This is an optimization exercise on Yosys and OpenROAD, whose aim is small area and a short achievable clock period, not a production implementation. Only simulation tests tie the RTL to the original design; equivalence was not proved. Power and IR drop assume default switching activity.

===== design/flow/config.mk =====
export PLATFORM = sky130hd
export DESIGN_NAME = ahb_slave_top
export DESIGN_NICKNAME = ahb_slave_top
export VERILOG_FILES = /design/flow/design.v
export SDC_FILE = /design/flow/constraint.sdc
export NUM_CORES = 4
export LEC_CHECK = 0
export CAP_MARGIN = 20
export CORE_MARGIN = 2
export CORE_UTILIZATION = 45
export CTS_CLUSTER_DIAMETER = 150
export CTS_CLUSTER_SIZE = 25
export SETUP_SLACK_MARGIN = 3.2
export SLEW_MARGIN = 20
export SYNTH_HIERARCHICAL = 1
export SYNTH_MEMORY_MAX_BITS = 16384

===== design/flow/constraint.sdc =====
create_clock -name core_clock -period 6.0 [get_ports {HCLK}]
set_input_delay 1.2000 -clock core_clock [delete_from_list [all_inputs] [get_ports {HCLK}]]
set_output_delay 1.2000 -clock core_clock [all_outputs]
set_load 0.01 [all_outputs]

===== design/flow/design.v =====
`default_nettype none
package ahb_slave_pkg;
  typedef enum logic [1:0] {
    IDLE   = 2'b00,
    BUSY   = 2'b01,
    NONSEQ = 2'b10,
    SEQ    = 2'b11
  } htrans_t;
  typedef enum logic [2:0] {
    BYTE = 3'b000,
    HALF = 3'b001,
    WORD = 3'b010
  } hsize_t;
  typedef enum logic {
    OKAY  = 1'b0,
    ERROR = 1'b1
  } hresp_t;
endpackage
`default_nettype wire
`timescale 1ns/100ps
`default_nettype none
module ahb_addr_phase #(
  parameter int  MEM_WORDS = 256,
  localparam int WORD_AW   = $clog2(MEM_WORDS),
  localparam int LO_AW     = WORD_AW / 2,
  localparam int LO_N      = 1 << LO_AW,
  localparam int HI_N      = MEM_WORDS / LO_N
) (
  input  wire [WORD_AW-1:0]    word_idx,
  output logic [MEM_WORDS-1:0] sel
);
  logic [LO_N-1:0] lo_n;
  logic [HI_N-1:0] hi_n;
  ahb_dec4_n u_dec_lo (.a(word_idx[LO_AW-1:0]),       .y_n(lo_n));
  ahb_dec4_n u_dec_hi (.a(word_idx[WORD_AW-1:LO_AW]), .y_n(hi_n));
  for (genvar w = 0; w < MEM_WORDS; w++) begin : g_sel
    ahb_nor2 u_g (.a(lo_n[w % LO_N]), .b(hi_n[w / LO_N]), .y(sel[w]));
  end
endmodule
module ahb_dec4_n (
  input  wire [3:0]   a,
  output logic [15:0] y_n
);
  always_comb begin
    for (int v = 0; v < 16; v++) begin
      y_n[v] = !(a == 4'(v));
    end
  end
endmodule
`default_nettype wire
`timescale 1ns/100ps
`default_nettype none
module ahb_sram_core #(
  parameter int  MEM_WORDS = 256
) (
  input  wire [MEM_WORDS-1:0] sel,
  input  wire [MEM_WORDS-1:0] bits,
  output logic [1:0]          half_n
);
  logic [MEM_WORDS/8-1:0]   y2;
  logic [MEM_WORDS/16-1:0]  y3;
  logic [MEM_WORDS/64-1:0]  y4;
  for (genvar k = 0; k < MEM_WORDS/8; k++) begin : g_l2
    ahb_gather8 u_g (.sel(sel[8*k +: 8]), .bits(bits[8*k +: 8]), .y(y2[k]));
  end
  for (genvar k = 0; k < MEM_WORDS/16; k++) begin : g_l3
    ahb_nor2 u_g (.a(y2[2*k]), .b(y2[2*k+1]), .y(y3[k]));
  end
  for (genvar k = 0; k < MEM_WORDS/64; k++) begin : g_l4
    ahb_nand4 u_g (.a(y3[4*k]), .b(y3[4*k+1]), .c(y3[4*k+2]), .d(y3[4*k+3]), .y(y4[k]));
  end
  for (genvar k = 0; k < 2; k++) begin : g_l5
    ahb_nor2 u_g (.a(y4[2*k]), .b(y4[2*k+1]), .y(half_n[k]));
  end
endmodule
`default_nettype wire
`timescale 1ns/100ps
`default_nettype none
module ahb_aoi22 (
  input  wire  a1,
  input  wire  a2,
  input  wire  b1,
  input  wire  b2,
  output logic y
);
  assign y = !((a1 && a2) || (b1 && b2));
endmodule
module ahb_gather8 (
  input  wire [7:0] sel,
  input  wire [7:0] bits,
  output logic      y
);
  logic [3:0] p_n;
  for (genvar k = 0; k < 4; k++) begin : g_k
    assign p_n[k] = !((sel[2*k] && bits[2*k]) || (sel[2*k+1] && bits[2*k+1]));
  end
  assign y = !(&p_n);
endmodule
module ahb_nand4 (
  input  wire  a,
  input  wire  b,
  input  wire  c,
  input  wire  d,
  output logic y
);
  assign y = !(a && b && c && d);
endmodule
module ahb_nor2 (
  input  wire  a,
  input  wire  b,
  output logic y
);
  assign y = !(a || b);
endmodule
module ahb_rd_merge (
  input  wire  half0_n,
  input  wire  half1_n,
  input  wire  keep,
  input  wire  wdata,
  input  wire  take,
  output logic d
);
  assign d = (keep && !(half0_n && half1_n)) || (take && wdata);
endmodule
`default_nettype wire
`timescale 1ns/100ps
`default_nettype none
module ahb_slave_top #(
  parameter int  MEM_WORDS = 256,
  localparam int WORD_AW   = $clog2(MEM_WORDS),
  localparam int LO_AW     = WORD_AW / 2,
  localparam int LO_N      = 1 << LO_AW,
  localparam int HI_N      = MEM_WORDS / LO_N,
  localparam int LANES     = 32 / 8
) (
  input  wire                          HCLK,
  input  wire                          reset,
  input  wire                          HSEL,
  input  wire [32-1:0]    HADDR,
  input  wire [1:0]                   HTRANS,
  input  wire                          HWRITE,
  input  wire [2:0]                   HSIZE,
  input  wire [32-1:0]    HWDATA,
  input  wire                          HREADY,
  output logic                         HREADYOUT,
  output logic                        HRESP,
  output logic [32-1:0]   HRDATA
);
  logic               accept;
  logic               size_bad;
  logic               align_bad;
  logic               range_bad;
  logic               bad;
  logic               err_start;
  logic               rd_take;
  logic               wr_take;
  logic [LANES-1:0]   strb;
  logic [WORD_AW-1:0] word_idx;
  assign accept = HSEL && HREADY && ((HTRANS == ahb_slave_pkg::NONSEQ) || (HTRANS == ahb_slave_pkg::SEQ));
  assign word_idx = HADDR[WORD_AW+1:2];
  assign range_bad = |HADDR[32-1:WORD_AW+2];
  always_comb begin
    size_bad  = 1'b0;
    align_bad = 1'b0;
    strb      = 4'b0000;
    case (HSIZE)
      ahb_slave_pkg::BYTE: begin
        strb = 4'b0001 << HADDR[1:0];
      end
      ahb_slave_pkg::HALF: begin
        align_bad = HADDR[0];
        strb      = HADDR[1] ? 4'b1100 : 4'b0011;
      end
      ahb_slave_pkg::WORD: begin
        align_bad = |HADDR[1:0];
        strb      = 4'b1111;
      end
      default: begin
        size_bad = 1'b1;
      end
    endcase
  end
  assign bad       = size_bad || align_bad || range_bad;
  assign err_start = accept && bad;
  assign rd_take   = accept && !bad && !HWRITE;
  assign wr_take   = accept && !bad && HWRITE;
  always_ff @(posedge HCLK) begin
    if (reset) begin
      HREADYOUT <= 1'b1;
      HRESP     <= ahb_slave_pkg::OKAY;
    end else if (!HREADYOUT) begin
      HREADYOUT <= 1'b1;
      HRESP     <= ahb_slave_pkg::ERROR;
    end else begin
      HREADYOUT <= !err_start;
      HRESP     <= err_start;
    end
  end
  logic                       wr_pend;
  logic [WORD_AW-1:0]         wr_word;
  logic [LANES-1:0]           wr_strb;
  logic [HI_N-1:0]            wr_hi_n;
  logic [LO_N-1:0][LANES-1:0] wr_lo_n;
  always_ff @(posedge HCLK) begin
    if (reset) begin
      wr_pend <= 1'b0;
    end else begin
      wr_pend <= wr_take;
    end
  end
  always_ff @(posedge HCLK) begin
    wr_word <= word_idx;
    wr_strb <= strb;
  end
  always_ff @(posedge HCLK) begin
    for (int h = 0; h < HI_N; h++) begin
      wr_hi_n[h] <= !(!reset && wr_take && (word_idx[WORD_AW-1:LO_AW] == (WORD_AW-LO_AW)'(h)));
    end
    for (int c = 0; c < LO_N; c++) begin
      for (int l = 0; l < LANES; l++) begin
        wr_lo_n[c][l] <= !((word_idx[LO_AW-1:0] == LO_AW'(c)) && strb[l]);
      end
    end
  end
  logic [32-1:0] mem [MEM_WORDS];
  for (genvar w = 0; w < MEM_WORDS; w++) begin : g_word
    for (genvar i = 0; i < LANES; i++) begin : g_lane
      always_ff @(posedge HCLK) begin
        if (!(wr_hi_n[w / LO_N] || wr_lo_n[w % LO_N][i])) begin
          mem[w][8*i +: 8] <= HWDATA[8*i +: 8];
        end
      end
    end
  end
  logic [MEM_WORDS-1:0]       rd_sel;
  logic                       rd_ok;
  logic                       fwd_hit;
  logic [LANES-1:0]           rd_keep;
  logic [LANES-1:0]           rd_take_wr;
  logic [32-1:0] rd_d;
  logic [32-1:0] rd_data;
  ahb_addr_phase #(
    .MEM_WORDS (MEM_WORDS)
  ) u_rd_decode (
    .word_idx (word_idx),
    .sel      (rd_sel)
  );
  assign rd_ok   = !reset && rd_take && HREADYOUT;
  assign fwd_hit = wr_pend && (wr_word == word_idx);
  for (genvar i = 0; i < LANES; i++) begin : g_rd_lane
    assign rd_keep[i]    = rd_ok && !(fwd_hit && wr_strb[i]);
    assign rd_take_wr[i] = rd_ok && fwd_hit && wr_strb[i];
  end
  for (genvar b = 0; b < 32; b++) begin : g_rd_bit
    logic [MEM_WORDS-1:0] bits;
    logic [1:0]           half_n;
    for (genvar w = 0; w < MEM_WORDS; w++) begin : g_w
      assign bits[w] = mem[w][b];
    end
    ahb_sram_core #(
      .MEM_WORDS (MEM_WORDS)
    ) u_gather (
      .sel    (rd_sel),
      .bits   (bits),
      .half_n (half_n)
    );
    ahb_rd_merge u_merge (
      .half0_n (half_n[0]),
      .half1_n (half_n[1]),
      .keep    (rd_keep[b / 8]),
      .wdata   (HWDATA[b]),
      .take    (rd_take_wr[b / 8]),
      .d       (rd_d[b])
    );
  end
  always_ff @(posedge HCLK) begin
    rd_data <= rd_d;
  end
  assign HRDATA = rd_data;
endmodule
`default_nettype wire

===== design/flow/run.sh =====
#!/bin/bash
# synth_recipe.tcl (not shown) runs the flow's synth.tcl, then flattens the netlist and writes it again
# the make line also repeats each setting of config.mk as NAME=value (left out here)
make -C /OpenROAD-flow-scripts/flow DESIGN_CONFIG=/design/flow/config.mk WORK_HOME=/design/flow/orfs CLKGATE_MAP_FILE= SYNTH_SCRIPT=/design/flow/synth_recipe.tcl finish

==> results of run 1 <==
[flip-flops by register name (all words and copies together), names as in the netlist]
name / count
mem: 8192
rd_data: 32
wr_hi_n: 16
wr_strb: 4
HRESP: 1
wr_word: 8
wr_lo_n: 64
wr_pend: 1
HREADYOUT: 1
[final cells by class]
cell class / instances / area [µm²] / area share
multi-input combinational: 7388 / 51500 / 0.153
tap: 8671 / 10800 / 0.0322
timing repair buffer: 1302 / 15500 / 0.0461
clock inverter: 25 / 394 / 0.00117
clock buffer: 472 / 9770 / 0.0290
antenna: 145 / 363 / 0.00108
sequential: 8319 / 249000 / 0.738
inverter: 2 / 7.51 / 0.0000223
[routing by layer]
| layer | track usage | routed length, µm |
|---|---|---|
| met1 | 0.391 | 361000 |
| met2 | 0.413 | 432000 |
| met3 | 0.0728 | 128000 |
| met4 | 0.123 | 46100 |
| met5 | 0 | 102 |
[what timing repair did]
item                                    4_1_cts  5_1_grt
hold endpoints to repair                      0        0
endpoints found under the setup margin       67       64
setup buffers                               365      167
gates resized for setup                    1241      461
pin swaps                                   405      430
gates cloned                                 57       22
[cells by family after synthesis]
logic type / count (synthesis)
AND/OR/NAND/NOR: 3205
AO/OA/AOI/OAI: 4144
flip-flops: 8319
XOR/XNOR: 8
buffers and inverters: 263
[placed cells by master, fill, tap and decap left out, types with 5 or more instances in the layout]
cell type	count
sky130_fd_sc_hd__bufbuf_16	9
sky130_fd_sc_hd__xnor2_1	8
sky130_fd_sc_hd__a22o_1	32
sky130_fd_sc_hd__dfxtp_4	100
sky130_fd_sc_hd__clkbuf_1	96
sky130_fd_sc_hd__edfxtp_1	8192
sky130_fd_sc_hd__a22oi_1	3796
sky130_fd_sc_hd__buf_8	72
sky130_fd_sc_hd__nand4_1	1161
sky130_fd_sc_hd__buf_16	36
sky130_fd_sc_hd__nor2_1	1336
sky130_fd_sc_hd__buf_4	655
sky130_fd_sc_hd__nand2_2	19
sky130_fd_sc_hd__nor2_4	343
sky130_fd_sc_hd__clkinv_8	8
sky130_fd_sc_hd__nand4bb_4	10
sky130_fd_sc_hd__inv_16	5
sky130_fd_sc_hd__nand2_1	82
sky130_fd_sc_hd__nand2b_1	5
sky130_fd_sc_hd__clkdlybuf4s50_1	32
sky130_fd_sc_hd__clkbuf_16	392
sky130_fd_sc_hd__nor2_2	221
sky130_fd_sc_hd__buf_6	237
sky130_fd_sc_hd__dfxtp_1	14
sky130_fd_sc_hd__nor3_1	8
sky130_fd_sc_hd__inv_6	8
sky130_fd_sc_hd__nor4_2	5
sky130_fd_sc_hd__buf_12	243
sky130_fd_sc_hd__nand4b_1	8
sky130_fd_sc_hd__dfxtp_2	13
sky130_fd_sc_hd__diode_2	145
sky130_fd_sc_hd__nand3_1	10
sky130_fd_sc_hd__a22oi_2	300
sky130_fd_sc_hd__or4b_4	7
[how the worst max path moves through the flow]
stage | start | end | depth (start not counted)
floorplan | HADDR[6] | rd_data[0]$_DFF_P_ | 10
global placement | HADDR[5] | rd_data[14]$_DFF_P_ | 14
detailed placement | HADDR[5] | rd_data[14]$_DFF_P_ | 14
CTS | HADDR[6] | rd_data[4]$_DFF_P_ | 16
global route | HADDR[3] | rd_data[20]$_DFF_P_ | 17
finish | HADDR[5] | rd_data[14]$_DFF_P_ | 17
[modules after synthesis (local to each module, per instance), a selection]
module         cells  copies in the design  flip-flops and latches  cell area [µm²]
ahb_slave_top   9755                     1                    8319           254000
ahb_nor2           1                   832                       0             3.75
ahb_dec4_n        20                     2                       0              186
ahb_gather8        5                  1024                       0             36.3
ahb_nand4          1                   128                       0             6.26
ahb_rd_merge       2                    32                       0             12.5
[metrics by stage]
stage                util  total power (µW)  instance area, µm²
finish              0.515             95800              337000
global route        0.515             97700              337000
CTS                 0.509             95700              333000
detailed placement  0.480             67500              314000
global placement    0.479             67500              314000
floorplan               -             65400              296000
[power by group through the flow]
stage	sequential, µW	clock [µW]	combinational [µW]
2_1_floorplan	65000	0	348
3_3_place_gp	65100	0	2350
3_5_place_dp	65100	0	2410
4_1_cts	63800	29200	2680
5_1_grt	63800	31100	2900
6_report	63800	29200	2880
==> results.rst, run 1 <==
.. list-table::
   :header-rows: 1

   * - Metric
     - Value
   * - Share of flip-flops with an asynchronous set or reset after synthesis
     - 0
   * - Number of DRC violations after detailed-routing iteration 0
     - 31176
   * - Xor and xnor fraction of the mapped netlist area
     - 0.000237
   * - Clock transition at the register clock pins on the worst setup and hold paths after CTS
     - 100 ps
   * - Total of warnings raised by yosys
     - 9
   * - Clk sinks
     - 8319
   * - Type of destination of the critical path
     - flip-flop
   * - Number of different library cells in the post-synthesis netlist
     - 38
   * - Post-detailed-route wirelength per cell
     - 36.7 µm
   * - Number of storage elements in the synthesis netlist
     - 8319
   * - Sw Share
     - 0.208
   * - Total count of hold-check failures in the final report
     - 0
   * - Number of setup violations in the final report
     - 0
   * - Synth area leaders
     - sky130_fd_sc_hd__edfxtp_1 (83%), sky130_fd_sc_hd__a22oi_1 (10%), sky130_fd_sc_hd__nand4_1 (2.5%), sky130_fd_sc_hd__nor2_1 (2.4%), sky130_fd_sc_hd__dfxtp_1 (0.86%)
   * - Placer Congestion
     - 0.915
   * - Transition time of the tightest slew-check pin
     - 1330 ps
   * - Synthesized-area fraction occupied by ao, oa, aoi and oai cells
     - 0.105
   * - Fraction of layout cells with a size suffix above 1
     - 0.154
   * - Worst setup skew after layout
     - 66.0 ps
   * - Clock buffers created by TritonCTS
     - 371
   * - Area fraction in and, or, nand and nor cells after synthesis
     - 0.0517
   * - Detailed-placement wirelength estimate
     - 591000 µm
   * - Run status
     - no timing/DRC/antenna violations
   * - Path type of the worst min-delay path
     - in -> reg
   * - Required time at the worst-slack endpoint
     - 6980 ps
   * - Worst path cell trace
     - buf_16 -> buf_16 -> or4b_4 -> buf_6 -> buf_12 -> buf_6 -> nor2_4 -> buf_12 -> buf_4 -> a22oi_2 -> nand4_1 -> nor2_4 -> nand4_1 -> nor2_4 -> buf_6 -> nand2_2 -> a22o_1
   * - Highest Clock Rate
     - 291 MHz
   * - Nets in the synthesized netlist
     - 16013
   * - Chip height
     - 815 µm
   * - Critical Path Start Type
     - input pin
   * - Most numerous cell types in the synthesized netlist
     - sky130_fd_sc_hd__edfxtp_1 (8192), sky130_fd_sc_hd__a22oi_1 (4096), sky130_fd_sc_hd__nor2_1 (1869)
   * - Max transition margin
     - 0.116
   * - Sequential fraction of design power
     - 0.666
   * - Core box area
     - 0.655 mm²
   * - I/O pin count
     - 108
   * - Worst r2r src
     - mem[186][14]$_DFFE_PN_
   * - Main combinational cell family by area after synthesis
     - compound AO/OA/AOI/OAI gates
   * - Fraction of the cycle the final worst path needs
     - 0.573
   * - Top flip-flop cell by instance count after synthesis
     - sky130_fd_sc_hd__edfxtp_1
   * - Area delta synth->final
     - 14.0%
   * - Antenna violations before repair
     - 80
   * - Setup repair after global routing missed its margin
     - true
   * - Count of buffer and inverter cells on the critical path
     - 8
   * - Cell count after synthesis
     - 15939
   * - Final WS setup
     - 2560 ps
   * - Length of the first detailed-routing pass in iterations
     - 6
   * - Post-layout instance count excluding filler cells
     - 26324
   * - FILL cells
     - 52151
   * - Crit-path leading delay family
     - simple AND/OR/NAND/NOR gates
   * - Post-synth design cell area
     - 0.296 mm²
   * - Depth of the most critical reg-to-reg path
     - 8
   * - Fin nets
     - 17458
   * - Clock power frac
     - 0.304
   * - Detailed-route vias per instance
     - 6.59
   * - Vias in the first global route
     - 159187
   * - Depth of the CTS H-tree
     - 5
   * - Starting density of the core
     - 0.452
   * - Pre-CTS worst setup slack
     - 89.4 ps
   * - Worst Path Class, Setup
     - in -> reg
   * - Launch instance of the worst min-delay path
     - HADDR[7]
   * - Cell taking the most area after synthesis
     - sky130_fd_sc_hd__edfxtp_1
   * - Detailed-route via count
     - 173541
   * - Placed cell count
     - 25071
   * - Die X
     - 815 µm
   * - Number of buffer cells added on primary ports
     - 106
   * - Worst-case clock buffer depth
     - 4
   * - Share of total power in combinational logic
     - 0.030
   * - Arrival time at the worst endpoint
     - 4420 ps
   * - Syn Area/Cell
     - 18.6 µm²
   * - Internal power
     - 75900 µW
   * - Routed WL
     - 967000 µm
   * - Multiplexer share of the synthesized area
     - 0
   * - Final antenna-violating net count
     - 0
   * - Critical path's largest stage delay
     - 360 ps
   * - Most frequent cell after synthesis
     - sky130_fd_sc_hd__edfxtp_1
   * - Capture instance of the worst register-to-register path
     - rd_data[14]$_DFF_P_
   * - Cell type of the slowest stage on the worst timing path
     - sky130_fd_sc_hd__nor2_4
   * - Worst-Skew Late Latency
     - 1100 ps
   * - P_sw
     - 19900 µW
   * - LEAKAGE
     - 0.0990 µW
   * - Drt drc
     - 0
   * - Final critical path time including I/O delays and setup
     - 3440 ps
   * - Number of synthesized flops with an enable pin
     - 8192
   * - Wire length of the first global-routing pass
     - 1300000 µm
   * - Die Footprint
     - 0.664 mm²
   * - Area share of the largest cell type after synthesis
     - 0.831
   * - Count of final max-slew check failures
     - 0
   * - Clock tree from TritonCTS
     - yes
   * - Endpoint with the worst hold slack
     - wr_word[5]$_DFF_P_
   * - Cell at the root of the clock tree
     - sky130_fd_sc_hd__clkbuf_16
   * - Worst Path Max Fanout
     - 7
   * - Fin Hold WS
     - 322 ps
   * - # hold bufs at CTS
     - 0
   * - Sequential area share after synthesis
     - 0.840
   * - Total routing usage reported by global routing
     - 0.279
   * - Reg-to-reg setup timing slack
     - 3380 ps
   * - Worst ir drop on vdd
     - 0.000253 V
   * - Largest net degree at the start of global routing
     - 150
   * - Adder and majority cell fraction of the synthesized area
     - 0
   * - Max-cap violation count
     - 0
   * - Pwr/cell area
     - 284 mW/mm²
   * - Post-Route Setup TNS
     - 0 ps
   * - Number of cell rows
     - 297
   * - Remaining global-route overflow
     - 0
   * - Hold Path Cell Cnt
     - 1
==> run 2, diff against run 1 <==
--- a/design/flow/design.v
+++ b/design/flow/design.v
@@ -234,3 +234,3 @@
   end
-  logic [MEM_WORDS-1:0]       rd_sel;
+  logic [LANES-1:0][MEM_WORDS-1:0] rd_sel;
   logic                       rd_ok;
@@ -241,8 +241,10 @@
   logic [32-1:0] rd_data;
-  ahb_addr_phase #(
-    .MEM_WORDS (MEM_WORDS)
-  ) u_rd_decode (
-    .word_idx (word_idx),
-    .sel      (rd_sel)
-  );
+  for (genvar i = 0; i < LANES; i++) begin : g_rd_dec
+    ahb_addr_phase #(
+      .MEM_WORDS (MEM_WORDS)
+    ) u_rd_decode (
+      .word_idx (word_idx),
+      .sel      (rd_sel[i])
+    );
+  end
   assign rd_ok   = !reset && rd_take && HREADYOUT;
@@ -262,3 +264,3 @@
     ) u_gather (
-      .sel    (rd_sel),
+      .sel    (rd_sel[b / 8]),
       .bits   (bits),
==> results.rst, run 2 <==
.. list-table::
   :header-rows: 1

   * - Metric
     - Value
   * - Wire length of the first global-routing pass
     - 1200000 µm
   * - Number of setup violations in the final report
     - 0
   * - Chip height
     - 821 µm
   * - Worst path cell trace
     - clkbuf_16 -> buf_16 -> buf_8 -> nand4b_1 -> buf_4 -> buf_12 -> buf_4 -> nor2_2 -> a22oi_1 -> nand4_1 -> nor2_2 -> nand4_1 -> nor2_4 -> nand2_1 -> a22o_1
   * - Most numerous cell types in the synthesized netlist
     - sky130_fd_sc_hd__edfxtp_1 (8192), sky130_fd_sc_hd__a22oi_1 (4096), sky130_fd_sc_hd__nor2_1 (2637)
   * - Die Footprint
     - 0.673 mm²
   * - Highest Clock Rate
     - 328 MHz
   * - Pre-CTS worst setup slack
     - 635 ps
   * - Antenna violations before repair
     - 38
   * - Worst Path Class, Setup
     - in -> reg
   * - Area delta synth->final
     - 12.2%
   * - Final WS setup
     - 2950 ps
   * - Length of the first detailed-routing pass in iterations
     - 6
   * - Worst ir drop on vdd
     - 0.000232 V
   * - Cell type of the slowest stage on the worst timing path
     - sky130_fd_sc_hd__nand4_1
   * - Clock transition at the register clock pins on the worst setup and hold paths after CTS
     - 100 ps
   * - Max-cap violation count
     - 0
   * - Required time at the worst-slack endpoint
     - 6940 ps
   * - Nets in the synthesized netlist
     - 16901
   * - Critical Path Start Type
     - input pin
   * - Placed cell count
     - 25838
   * - Cell taking the most area after synthesis
     - sky130_fd_sc_hd__edfxtp_1
   * - Largest reg by FF count
     - mem
   * - Cell count after synthesis
     - 16827
   * - LEAKAGE
     - 0.0965 µW
   * - Transition time of the tightest slew-check pin
     - 1270 ps
   * - Die X
     - 821 µm
   * - Worst-case clock buffer depth
     - 4
   * - Syn Area/Cell
     - 17.8 µm²
   * - Share of flip-flops with an asynchronous set or reset after synthesis
     - 0
   * - Number of synthesized flops with an enable pin
     - 8192
   * - Number of cell rows
     - 299
   * - Post-detailed-route wirelength per cell
     - 32.3 µm
   * - Total of warnings raised by yosys
     - 9
   * - Highest-count cells in the layout ignoring fill and taps
     - sky130_fd_sc_hd__edfxtp_1 (8192), sky130_fd_sc_hd__a22oi_1 (3825), sky130_fd_sc_hd__nor2_1 (1673)
   * - Detailed-route vias per instance
     - 6.34
   * - Area fraction in and, or, nand and nor cells after synthesis
     - 0.0639
   * - Max transition margin
     - 0.156
   * - Count of final max-slew check failures
     - 0
   * - Placer Congestion
     - 0.838
   * - Largest register FFs
     - 8192
   * - Cell at the root of the clock tree
     - sky130_fd_sc_hd__clkbuf_16
   * - Area share of the largest cell type after synthesis
     - 0.820
   * - Pwr/cell area
     - 284 mW/mm²
   * - Highest signal layer in the routed design
     - met5
   * - Number of storage elements in the synthesis netlist
     - 8319
   * - Worst-Skew Late Latency
     - 1070 ps
   * - Main combinational cell family by area after synthesis
     - compound AO/OA/AOI/OAI gates
   * - Critical path's largest stage delay
     - 360 ps
   * - Depth of the CTS H-tree
     - 5
   * - Fraction of layout cells with a size suffix above 1
     - 0.149
   * - Xor and xnor fraction of the mapped netlist area
     - 0.000234
   * - Count of buffer and inverter cells on the critical path
     - 6
   * - Most frequent cell after synthesis
     - sky130_fd_sc_hd__edfxtp_1
   * - Total length of routed met3 wires
     - 84600 µm
   * - Clock tree from TritonCTS
     - yes
   * - Commonest non-fill, non-tap cell in the layout
     - sky130_fd_sc_hd__edfxtp_1
   * - Routed WL
     - 865000 µm
   * - Reg-to-reg setup timing slack
     - 3620 ps
   * - Sequential area share after synthesis
     - 0.828
   * - Post-layout instance count excluding filler cells
     - 26806
   * - Fin nets
     - 17827
   * - Number of DRC violations after detailed-routing iteration 0
     - 25608
   * - Crit-path leading delay family
     - simple AND/OR/NAND/NOR gates
   * - Clk sinks
     - 8319
   * - Multiplexer share of the synthesized area
     - 0
   * - Remaining global-route overflow
     - 0
   * - Path type of the worst min-delay path
     - in -> reg
   * - I/O pin count
     - 108
   * - Starting density of the core
     - 0.452
   * - Synth area leaders
     - sky130_fd_sc_hd__edfxtp_1 (82%), sky130_fd_sc_hd__a22oi_1 (10%), sky130_fd_sc_hd__nor2_1 (3.3%), sky130_fd_sc_hd__nand4_1 (2.4%), sky130_fd_sc_hd__dfxtp_1 (0.85%)
   * - Total routing usage reported by global routing
     - 0.246
   * - Largest net degree at the start of global routing
     - 190
   * - Run status
     - no timing/DRC/antenna violations
   * - Largest regs
     - mem (8192), wr_lo_n (64), rd_data (32)
   * - Arrival time at the worst endpoint
     - 3980 ps
   * - Synthesized-area fraction occupied by ao, oa, aoi and oai cells
     - 0.104
   * - Wire length the detailed router placed on met1
     - 345000 µm
   * - Fraction of the cycle the final worst path needs
     - 0.508
   * - Number of buffer cells added on primary ports
     - 106
   * - Clock buffers created by TritonCTS
     - 372
   * - Top flip-flop cell by instance count after synthesis
     - sky130_fd_sc_hd__edfxtp_1
   * - Post-Route Setup TNS
     - 0 ps
   * - Core box area
     - 0.664 mm²
   * - Type of destination of the critical path
     - flip-flop
   * - Fin Hold WS
     - 464 ps
   * - Met2 routed WL
     - 408000 µm
   * - Detailed-placement wirelength estimate
     - 495000 µm
   * - Final antenna-violating net count
     - 0
   * - Setup repair after global routing missed its margin
     - true
   * - Adder and majority cell fraction of the synthesized area
     - 0
   * - Worst setup skew after layout
     - 53.4 ps
   * - Worst Path Max Fanout
     - 8
   * - Detailed-route via count
     - 170020
   * - Total count of hold-check failures in the final report
     - 0
   * - Vias in the first global route
     - 161360
   * - Number of different library cells in the post-synthesis netlist
     - 38
   * - Post-synth design cell area
     - 0.300 mm²
   * - Drt drc
     - 0
   * - Final critical path time including I/O delays and setup
     - 3050 ps
run 2: cell types whose count changed after synthesis, sizes merged:
cell	change
buf	+6
clkbuf	+18
nand4	+6
nand4b	+24
nand4bb	+36
nor2	+768
or4	+6
or4b	+24
run 2: path summary, 6_finish.rpt:
check	startpoint	endpoint	depth (start not counted)
max reg2reg	wr_hi_n[14]$_DFF_P_	mem[224][6]$_DFFE_PN_	2
max	HADDR[8]	rd_data[19]$_DFF_P_	15
min reg2reg	HREADYOUT$_SDFF_PP1_	HRESP$_SDFF_PP0_	2
min	HWDATA[27]	mem[5][27]$_DFFE_PN_	1
run 2: logic make-up (layout without fill, tap and decap cells):
group | count (synthesis) | after routing
AOI/OAI and AO/OA | 4144 | 4144
xor gates and xnor gates | 8 | 8
DFF | 8319 | 8319
other | 0 | 13
and+or+nand+nor | 4069 | 4081
buffers and inverters | 287 | 1362
run 2: power breakdown:
group	internal, µW	switching [µW]	leakage, µW	total [µW]
clock	11900	17300	0.00500	29100
combinational	642	2260	0.0169	2900
sequential	63700	11.3	0.0746	63700
run 2: layout make-up:
| class | count | area, µm² |
|---|---|---|
| Timing Repair Buffer | 825 | 9850 |
| Inverter | 2 | 7.51 |
| Clock inverter | 19 | 253 |
| Multi-Input combinational cell | 8233 | 56500 |
| Antenna cell | 13 | 32.5 |
| Sequential cell | 8319 | 249000 |
| Tap cell | 8879 | 11100 |
| Fill cell | 53624 | 327000 |
| Clock buffer | 516 | 10100 |
run 2: repair_timing:
action                                   CTS  global route
pin swaps                                190           292
resized for setup                       1146           817
buffers inserted                         237           141
endpoints found under the setup margin    66            43
gates cloned                              22            20
hold buffers                               0             0
run 2: modules after synthesis, one instance, submodules excluded, a selection:
module | area [µm²] | times used | cells inside | flip-flops and latches
ahb_dec4_n | 186 | 8 | 20 | 0
ahb_gather8 | 36.3 | 1024 | 5 | 0
ahb_nand4 | 6.26 | 128 | 1 | 0
ahb_nor2 | 3.75 | 1600 | 1 | 0
ahb_rd_merge | 12.5 | 32 | 2 | 0
ahb_slave_top | 254000 | 1 | 9755 | 8319
run 2: per-stage QoR:
step	total power [µW]	util	cell area, µm²
finish	95700	0.507	337000
global route	97900	0.507	337000
CTS	95800	0.500	332000
detailed placement	67400	0.474	315000
global placement	67400	0.474	315000
floorplan	65500	-	300000
run 2: metal layers:
metal	GRT usage	up-vias
met2	0.393	8615
met1	0.357	88275
met5	0	-
met4	0.0680	8
li1	-	71994
met3	0.0353	1128
==> run 3, diff against run 2 <==
--- a/design/flow/config.mk
+++ b/design/flow/config.mk
@@ -9,5 +9,6 @@
 export CORE_MARGIN = 2
-export CORE_UTILIZATION = 45
+export CORE_UTILIZATION = 50
 export CTS_CLUSTER_DIAMETER = 150
 export CTS_CLUSTER_SIZE = 25
+export PLACE_DENSITY = 0.62
 export SETUP_SLACK_MARGIN = 3.2
==> results.rst, run 3 <==
.. list-table::
   :header-rows: 1

   * - Metric
     - Value
   * - Number of cell rows
     - 284
   * - Final WS setup
     - 2960 ps
   * - Type of destination of the critical path
     - flip-flop
   * - Cell taking the most area after synthesis
     - sky130_fd_sc_hd__edfxtp_1
   * - Core box area
     - 0.598 mm²
   * - Number of setup violations in the final report
     - 0
   * - Detailed-placement wirelength estimate
     - 495000 µm
   * - Path type of the worst min-delay path
     - in -> reg
   * - Chip height
     - 779 µm
   * - Worst Path Class, Setup
     - in -> reg
   * - Number of buffer cells added on primary ports
     - 106
   * - Starting density of the core
     - 0.502
   * - Count of final max-slew check failures
     - 0
   * - Area delta synth->final
     - 11.0%
   * - Total count of hold-check failures in the final report
     - 0
   * - Highest-count cells in the layout ignoring fill and taps
     - sky130_fd_sc_hd__edfxtp_1 (8192), sky130_fd_sc_hd__a22oi_1 (3896), sky130_fd_sc_hd__nor2_1 (1919)
   * - Worst setup skew after layout
     - 49.8 ps
   * - P_sw
     - 19400 µW
   * - Fin Hold WS
     - 412 ps
   * - Worst ir drop on vdd
     - 0.000268 V
   * - Die X
     - 779 µm
   * - Number of DRC violations after detailed-routing iteration 0
     - 25032
   * - Antenna violations before repair
     - 41
   * - Setup repair after global routing missed its margin
     - true
   * - Fraction of layout cells with a size suffix above 1
     - 0.126
   * - Largest reg by FF count
     - mem
   * - Area of the multi-input gates
     - 0.0552 mm²
   * - Placed cell count
     - 24963
   * - Internal power
     - 75900 µW
   * - FILL cells
     - 45608
   * - Worst-case clock buffer depth
     - 4
   * - Placer Congestion
     - 0.848
   * - Most numerous cell types in the synthesized netlist
     - sky130_fd_sc_hd__edfxtp_1 (8192), sky130_fd_sc_hd__a22oi_1 (4096), sky130_fd_sc_hd__nor2_1 (2637)
   * - Detailed-route via count
     - 169843
   * - Length of the first detailed-routing pass in iterations
     - 6
   * - Drt drc
     - 0
   * - Total routing usage reported by global routing
     - 0.273
   * - Run status
     - no timing/DRC/antenna violations
   * - Largest regs
     - mem (8192), wr_lo_n (64), rd_data (32)
   * - Pwr/cell area
     - 286 mW/mm²
   * - Share of flip-flops with an asynchronous set or reset after synthesis
     - 0
   * - Max transition margin
     - 0.136
   * - # hold bufs at CTS
     - 0
   * - Highest Clock Rate
     - 329 MHz
   * - Synth area leaders
     - sky130_fd_sc_hd__edfxtp_1 (82%), sky130_fd_sc_hd__a22oi_1 (10%), sky130_fd_sc_hd__nor2_1 (3.3%), sky130_fd_sc_hd__nand4_1 (2.4%), sky130_fd_sc_hd__dfxtp_1 (0.85%)
   * - Sw Share
     - 0.204
   * - Fraction of the cycle the final worst path needs
     - 0.507
   * - Sequential area share after synthesis
     - 0.828
   * - Seq. cell area
     - 0.249 mm²
   * - Required time at the worst-slack endpoint
     - 6930 ps
   * - Commonest non-fill, non-tap cell in the layout
     - sky130_fd_sc_hd__edfxtp_1
   * - Number of different library cells in the post-synthesis netlist
     - 38
   * - Max-cap violation count
     - 0
   * - LEAKAGE
     - 0.0957 µW
   * - Top flip-flop cell by instance count after synthesis
     - sky130_fd_sc_hd__edfxtp_1
   * - Number of storage elements in the synthesis netlist
     - 8319
   * - Vias in the first global route
     - 161636
   * - Worst Path Max Fanout
     - 8
   * - Remaining global-route overflow
     - 0
   * - Area share of the largest cell type after synthesis
     - 0.820
   * - Arrival time at the worst endpoint
     - 3970 ps
   * - Final antenna-violating net count
     - 0
   * - Clock tree from TritonCTS
     - yes
   * - Cell at the root of the clock tree
     - sky130_fd_sc_hd__clkbuf_16
   * - Share of total power in combinational logic
     - 0.030
   * - Largest net degree at the start of global routing
     - 157
   * - Sequential fraction of design power
     - 0.668
   * - Routed WL
     - 859000 µm
   * - Wire length of the first global-routing pass
     - 1190000 µm
   * - Worst-Skew Late Latency
     - 1080 ps
   * - Total of warnings raised by yosys
     - 9
   * - Fin nets
     - 17724
   * - Post-Route Setup TNS
     - 0 ps
   * - Final critical path time including I/O delays and setup
     - 3040 ps
   * - I/O pin count
     - 108
   * - Post-layout instance count excluding filler cells
     - 25830
   * - Detailed-route vias per instance
     - 6.58
   * - Clock power frac
     - 0.302
   * - Cell count after synthesis
     - 16827
   * - Clock buffers created by TritonCTS
     - 370
   * - Pre-CTS worst setup slack
     - 692 ps
   * - Post-layout util
     - 0.557
   * - Post-synth design cell area
     - 0.300 mm²
   * - Number of synthesized flops with an enable pin
     - 8192
   * - Clock transition at the register clock pins on the worst setup and hold paths after CTS
     - 100 ps
   * - Largest register FFs
     - 8192
   * - Most frequent cell after synthesis
     - sky130_fd_sc_hd__edfxtp_1
   * - Critical Path Start Type
     - input pin
   * - Transition time of the tightest slew-check pin
     - 1300 ps
   * - Syn Area/Cell
     - 17.8 µm²
   * - Die Footprint
     - 0.606 mm²
   * - Clk sinks
     - 8319
   * - Depth of the CTS H-tree
     - 5
   * - Post-detailed-route wirelength per cell
     - 33.3 µm
   * - Nets in the synthesized netlist
     - 16901
-- run 3: cell counts after synthesis --
Identical to the previous run, type by type.
-- run 3: power groups by stage --
stage	clock [µW]	sequential (µW)	combinational (µW)
3_3_place_gp	0	65000	2290
4_1_cts	28900	63700	2670
3_5_place_dp	0	65000	2330
2_1_floorplan	0	65000	451
6_report	28800	63700	2840
5_1_grt	30800	63700	2900
-- run 3: cells by family (layout without fill, tap and decap cells) --
kind of cell              count (synthesis)  in the layout  share of synthesized area
AOI/OAI and AO/OA                      4144           4144                      0.104
xor gates and xnor gates                  8              8                   0.000234
buffers and inverters                   287           1246                    0.00383
DFF                                    8319           8319                      0.828
other                                     0             22                          0
and+or+nand+nor                        4069           4083                     0.0639
-- run 3: per-layer routing --
| layer | routed length (µm) | vias to the layer above | track usage |
|---|---|---|---|
| li1 | - | 71822 | - |
| met4 | 35600 | 10 | 0.0900 |
| met1 | 334000 | 87819 | 0.394 |
| met3 | 89400 | 1325 | 0.0448 |
| met5 | 66 | - | 0 |
| met2 | 400000 | 8867 | 0.429 |
-- run 3: repair_timing --
action / CTS / global route
buffers inserted: 208 / 73
gates resized for setup: 1034 / 588
endpoints found under the setup margin: 66 / 37
pin swaps: 219 / 258
cloned: 21 / 19
-- run 3: path summary, 6_finish.rpt --
path / startpoint / end / slack, ps / cells after the start
worst max-delay path: HADDR[7] / rd_data[29]$_DFF_P_ / 2960 / 13
worst min-delay path: HADDR[2] / wr_word[0]$_DFF_P_ / 410 / 1
worst max register to register: wr_hi_n[8]$_DFF_P_ / mem[138][10]$_DFFE_PN_ / 3620 / 2
worst min register to register: HREADYOUT$_SDFF_PP1_ / HRESP$_SDFF_PP0_ / 460 / 1
-- run 3: area by class of cell --
class | count | area share
Antenna cell | 22 | 0.000165
Clock buffer | 505 | 0.0298
Clock inverter | 17 | 0.000537
Inverter | 2 | 0.0000225
Multi-Input combinational cell | 8235 | 0.166
Sequential cell | 8319 | 0.747
Tap cell | 8008 | 0.0301
Timing Repair Buffer | 722 | 0.0265
-- run 3: Yosys stat by module, one instance, submodules excluded, excerpt --
module	flops+latches	times used	cell area, µm²	cells inside
ahb_dec4_n	0	8	186	20
ahb_slave_top	8319	1	254000	9755
ahb_nor2	0	1600	3.75	1
ahb_rd_merge	0	32	12.5	2
ahb_gather8	0	1024	36.3	5
ahb_nand4	0	128	6.26	1
-- run 3: per-stage QoR --
stage	cell area, µm²	power [µW]
global placement	313000	67300
floorplan	300000	65500
global route	333000	97400
CTS	330000	95300
detailed placement	313000	67400
finish	333000	95300
-- run 3: critical path, stage by stage --
cell and delay [ps]:
sky130_fd_sc_hd__buf_16 230, sky130_fd_sc_hd__buf_16 200, sky130_fd_sc_hd__nand4bb_4 230, sky130_fd_sc_hd__buf_6 160, sky130_fd_sc_hd__buf_4 120, sky130_fd_sc_hd__nor2_4 60
sky130_fd_sc_hd__a22oi_1 190, sky130_fd_sc_hd__nand4_1 190, sky130_fd_sc_hd__nor2_2 250, sky130_fd_sc_hd__nand4_1 390, sky130_fd_sc_hd__nor2_4 340, sky130_fd_sc_hd__nand2_1 110
sky130_fd_sc_hd__a22o_1 220
==> run 4, diff against run 3 <==
--- a/design/flow/config.mk
+++ b/design/flow/config.mk
@@ -9,6 +9,6 @@
 export CORE_MARGIN = 2
-export CORE_UTILIZATION = 50
+export CORE_UTILIZATION = 55
 export CTS_CLUSTER_DIAMETER = 150
 export CTS_CLUSTER_SIZE = 25
-export PLACE_DENSITY = 0.62
+export PLACE_DENSITY = 0.66
 export SETUP_SLACK_MARGIN = 3.2
==> results.rst, run 4 <==
.. list-table::
   :header-rows: 1

   * - Metric
     - Value
   * - Die X
     - 743 µm
   * - Core box area
     - 0.544 mm²
   * - Drt drc
     - 0
   * - Number of setup violations in the final report
     - 0
   * - Critical path's largest stage delay
     - 420 ps
   * - P_sw
     - 19300 µW
   * - Critical Path Start Type
     - input pin
   * - Most frequent cell after synthesis
     - sky130_fd_sc_hd__edfxtp_1
   * - Largest reg by FF count
     - mem
   * - Arrival time at the worst endpoint
     - 4110 ps
   * - Post-synth design cell area
     - 0.300 mm²
   * - Setup repair after global routing missed its margin
     - true
   * - Total Power Consumption
     - 95400 µW
   * - Final critical path time including I/O delays and setup
     - 3180 ps
   * - Syn Area/Cell
     - 17.8 µm²
   * - Placer Congestion
     - 0.869
   * - Count of final max-slew check failures
     - 0
   * - Crit-path leading delay family
     - simple AND/OR/NAND/NOR gates
   * - Pwr/cell area
     - 284 mW/mm²
   * - Post-Route Setup TNS
     - 0 ps
   * - Routed WL
     - 854000 µm
   * - Fraction of the cycle the final worst path needs
     - 0.530
   * - Type of destination of the critical path
     - flip-flop
   * - Worst r2r src
     - wr_word[1]$_DFF_P_
   * - LEAKAGE
     - 0.0972 µW
   * - Area share of the largest cell type after synthesis
     - 0.820
   * - Clock buffers created by TritonCTS
     - 370
   * - Largest register FFs
     - 8192
   * - Share of flip-flops with an asynchronous set or reset after synthesis
     - 0
   * - Depth of the CTS H-tree
     - 5
   * - Count of buffer and inverter cells on the critical path
     - 5
   * - Detailed-placement wirelength estimate
     - 489000 µm
   * - Highest Clock Rate
     - 314 MHz
   * - # hold bufs at CTS
     - 0
   * - Number of synthesized flops with an enable pin
     - 8192
   * - Antenna violations before repair
     - 33
   * - Main combinational cell family by area after synthesis
     - compound AO/OA/AOI/OAI gates
   * - Internal power
     - 76100 µW
   * - Depth of the most critical reg-to-reg path
     - 6
   * - Number of buffer cells added on primary ports
     - 106
   * - Worst-case clock buffer depth
     - 4
   * - Largest regs
     - mem (8192), wr_lo_n (64), rd_data (32)
   * - Worst Path Max Fanout
     - 8
   * - Clk sinks
     - 8319
   * - Transition time of the tightest slew-check pin
     - 1330 ps
   * - Worst ir drop on vdd
     - 0.000278 V
   * - Adder and majority cell fraction of the synthesized area
     - 0
   * - Cell type of the slowest stage on the worst timing path
     - sky130_fd_sc_hd__nand4_1
   * - Number of DRC violations after detailed-routing iteration 0
     - 27515
   * - Fraction of layout cells with a size suffix above 1
     - 0.155
   * - I/O pin count
     - 108
   * - Synthesized-area fraction occupied by ao, oa, aoi and oai cells
     - 0.104
   * - Number of different library cells in the post-synthesis netlist
     - 38
   * - Cell taking the most area after synthesis
     - sky130_fd_sc_hd__edfxtp_1
   * - Starting density of the core
     - 0.551
   * - Post-layout instance count excluding filler cells
     - 25283
   * - Worst-Skew Late Latency
     - 1070 ps
   * - Highest-count cells in the layout ignoring fill and taps
     - sky130_fd_sc_hd__edfxtp_1 (8192), sky130_fd_sc_hd__a22oi_1 (3747), sky130_fd_sc_hd__nor2_1 (1748)
   * - Worst setup skew after layout
     - 50.3 ps
   * - Endpoint with the worst hold slack
     - wr_word[1]$_DFF_P_
   * - Cell count after synthesis
     - 16827
   * - Number of storage elements in the synthesis netlist
     - 8319
   * - Clock power frac
     - 0.301
   * - Chip height
     - 743 µm
   * - Final antenna-violating net count
     - 0
   * - Path type of the worst min-delay path
     - in -> reg
   * - Required time at the worst-slack endpoint
     - 6920 ps
   * - Synth area leaders
     - sky130_fd_sc_hd__edfxtp_1 (82%), sky130_fd_sc_hd__a22oi_1 (10%), sky130_fd_sc_hd__nor2_1 (3.3%), sky130_fd_sc_hd__nand4_1 (2.4%), sky130_fd_sc_hd__dfxtp_1 (0.85%)
   * - Post-detailed-route wirelength per cell
     - 33.8 µm
   * - Largest net degree at the start of global routing
     - 171
   * - Remaining global-route overflow
     - 0
   * - Number of cell rows
     - 271
   * - Run status
     - no timing/DRC/antenna violations
   * - Sequential fraction of design power
     - 0.668
   * - Worst Path Class, Setup
     - in -> reg
   * - Most numerous cell types in the synthesized netlist
     - sky130_fd_sc_hd__edfxtp_1 (8192), sky130_fd_sc_hd__a22oi_1 (4096), sky130_fd_sc_hd__nor2_1 (2637)
   * - Worst path cell trace
     - buf_16 -> buf_12 -> buf_8 -> or4b_4 -> buf_12 -> nor2_4 -> buf_4 -> a22oi_2 -> nand4_1 -> nor2_2 -> nand4_1 -> nor2_4 -> nand2_1 -> a22o_1
   * - Launch instance of the worst min-delay path
     - HADDR[3]
   * - Commonest non-fill, non-tap cell in the layout
     - sky130_fd_sc_hd__edfxtp_1
   * - Vias in the first global route
     - 163546
   * - Clock tree from TritonCTS
     - yes
   * - Xor and xnor fraction of the mapped netlist area
     - 0.000234
   * - Length of the first detailed-routing pass in iterations
     - 9
   * - Total count of hold-check failures in the final report
     - 0
   * - Nets in the synthesized netlist
     - 16901
   * - Multiplexer share of the synthesized area
     - 0
   * - Reg-to-reg setup timing slack
     - 3660 ps
   * - Wire length of the first global-routing pass
     - 1180000 µm
   * - Sw Share
     - 0.202
   * - Total of warnings raised by yosys
     - 9
   * - Area delta synth->final
     - 12.1%
   * - Top flip-flop cell by instance count after synthesis
     - sky130_fd_sc_hd__edfxtp_1
   * - Fin nets
     - 17946
   * - Sequential area share after synthesis
     - 0.828
   * - Post-layout util
     - 0.618
   * - Clock transition at the register clock pins on the worst setup and hold paths after CTS
     - 90 ps
   * - Die Footprint
     - 0.551 mm²
   * - Hold Path Cell Cnt
     - 1
   * - Placed cell count
     - 24212
   * - Total routing usage reported by global routing
     - 0.299
   * - Max-cap violation count
     - 0
   * - Cell at the root of the clock tree
     - sky130_fd_sc_hd__clkbuf_16
   * - Max transition margin
     - 0.112
   * - Area fraction in and, or, nand and nor cells after synthesis
     - 0.0639
   * - Share of total power in combinational logic
     - 0.031
   * - Detailed-route vias per instance
     - 6.82
   * - Capture instance of the worst register-to-register path
     - rd_data[30]$_DFF_P_
   * - Detailed-route via count
     - 172404
[run 4: how the worst max path moves through the flow]
stage               startpoint                   to  depth (start not counted)
floorplan             HADDR[4]   rd_data[0]$_DFF_P_                         10
global placement      HADDR[5]  rd_data[29]$_DFF_P_                         11
detailed placement    HADDR[5]  rd_data[29]$_DFF_P_                         11
CTS                   HADDR[6]  rd_data[29]$_DFF_P_                         13
global route          HADDR[7]   rd_data[3]$_DFF_P_                         13
finish                HADDR[8]   rd_data[0]$_DFF_P_                         14
[run 4: final cells by class]
cell class | count | area (µm²)
Antenna cell | 22 | 55.1
Clock inverter | 13 | 170
Inverter | 2 | 7.51
Multi-Input combinational cell | 8233 | 56700
Fill cell | 38144 | 208000
Timing Repair Buffer | 946 | 11500
Tap cell | 7234 | 9050
Clock buffer | 514 | 10000
Sequential cell | 8319 | 249000
[run 4: per-stage QoR]
step | cell area, µm² | hold WS (ps) | setup WS, ps
2_1_floorplan | 300000 | 482 | 3020
3_3_place_gp | 313000 | 579 | 783
3_5_place_dp | 313000 | 607 | 721
4_1_cts | 331000 | 376 | 3080
5_1_grt | 336000 | 405 | 2930
6_report | 336000 | 450 | 2820
[run 4: power by group through the flow]
stage	combinational, µW	sequential [µW]	clock (µW)
after floorplan	451	65000	0
after global placement	2270	65100	0
after detailed placement	2320	65100	0
after CTS	2720	63700	28800
after global routing	3030	63700	30700
final	2970	63700	28700
[run 4: cell families after synthesis]
logic type / Yosys count
buf+inv: 287
xor+xnor: 8
simple gates: 4069
compound gates: 4144
flops: 8319
[run 4: modules after synthesis, one instance, submodules excluded, a selection]
module	flip-flops and latches	cell area [µm²]	cells inside	times used
ahb_slave_top	8319	254000	9755	1
ahb_dec4_n	0	186	20	8
ahb_gather8	0	36.3	5	1024
ahb_rd_merge	0	12.5	2	32
ahb_nand4	0	6.26	1	128
ahb_nor2	0	3.75	1	1600
[run 4: routing by layer]
layer	vias to the layer above	share of wire	track usage
met3	1459	0.11	0.0521
met2	10208	0.47	0.468
met5	-	0.000029	0
met4	4	0.045	0.112
met1	88471	0.38	0.426
li1	72262	-	-
[run 4: repair_timing]
item | 4_1_cts | 5_1_grt
setup endpoints to repair | 66 | 36
pin swaps | 238 | 452
buffers inserted | 284 | 191
gates cloned | 25 | 20
hold endpoints to repair | 0 | 0
resized for setup | 1272 | 830

## static timing again, ports no longer ideal
How much do the figures lean on ideal ports? The routed layouts below were timed once more, with nothing changed but the port constraints.
Step 1 assumes that a clkbuf_16 drives the clock port and a buf_2 every other input.
Step 2 also shifts input and output timing later by t, the mid clock arrival at the registers, as if the neighbouring blocks saw the same clock.
a / b / c = ideal / step 1 / step 2; a / b = the first two.
run | t (ns) | slack for setup (ns) | hold WS [ns] | pins driven straight from the clock port
run 1 | 1.206 | 2.563 / 2.351 / 1.145 | 0.322 / 0.384 / 0.535 | 1
run 2 | 1.179 | 2.955 / 2.571 / 1.392 | 0.464 / 0.412 / 0.522 | 1
run 3 | 1.187 | 2.960 / 2.513 / 1.326 | 0.412 / 0.444 / 0.459 | 1
run 4 | 1.157 | 2.818 / 2.485 / 1.328 | 0.450 / 0.470 / 0.719 | 1
After both steps setup and hold are still met in every run listed. For run 3, which loses most, drivers alone change the setup slack by -0.447 ns; drivers and shift together by -1.634 ns.
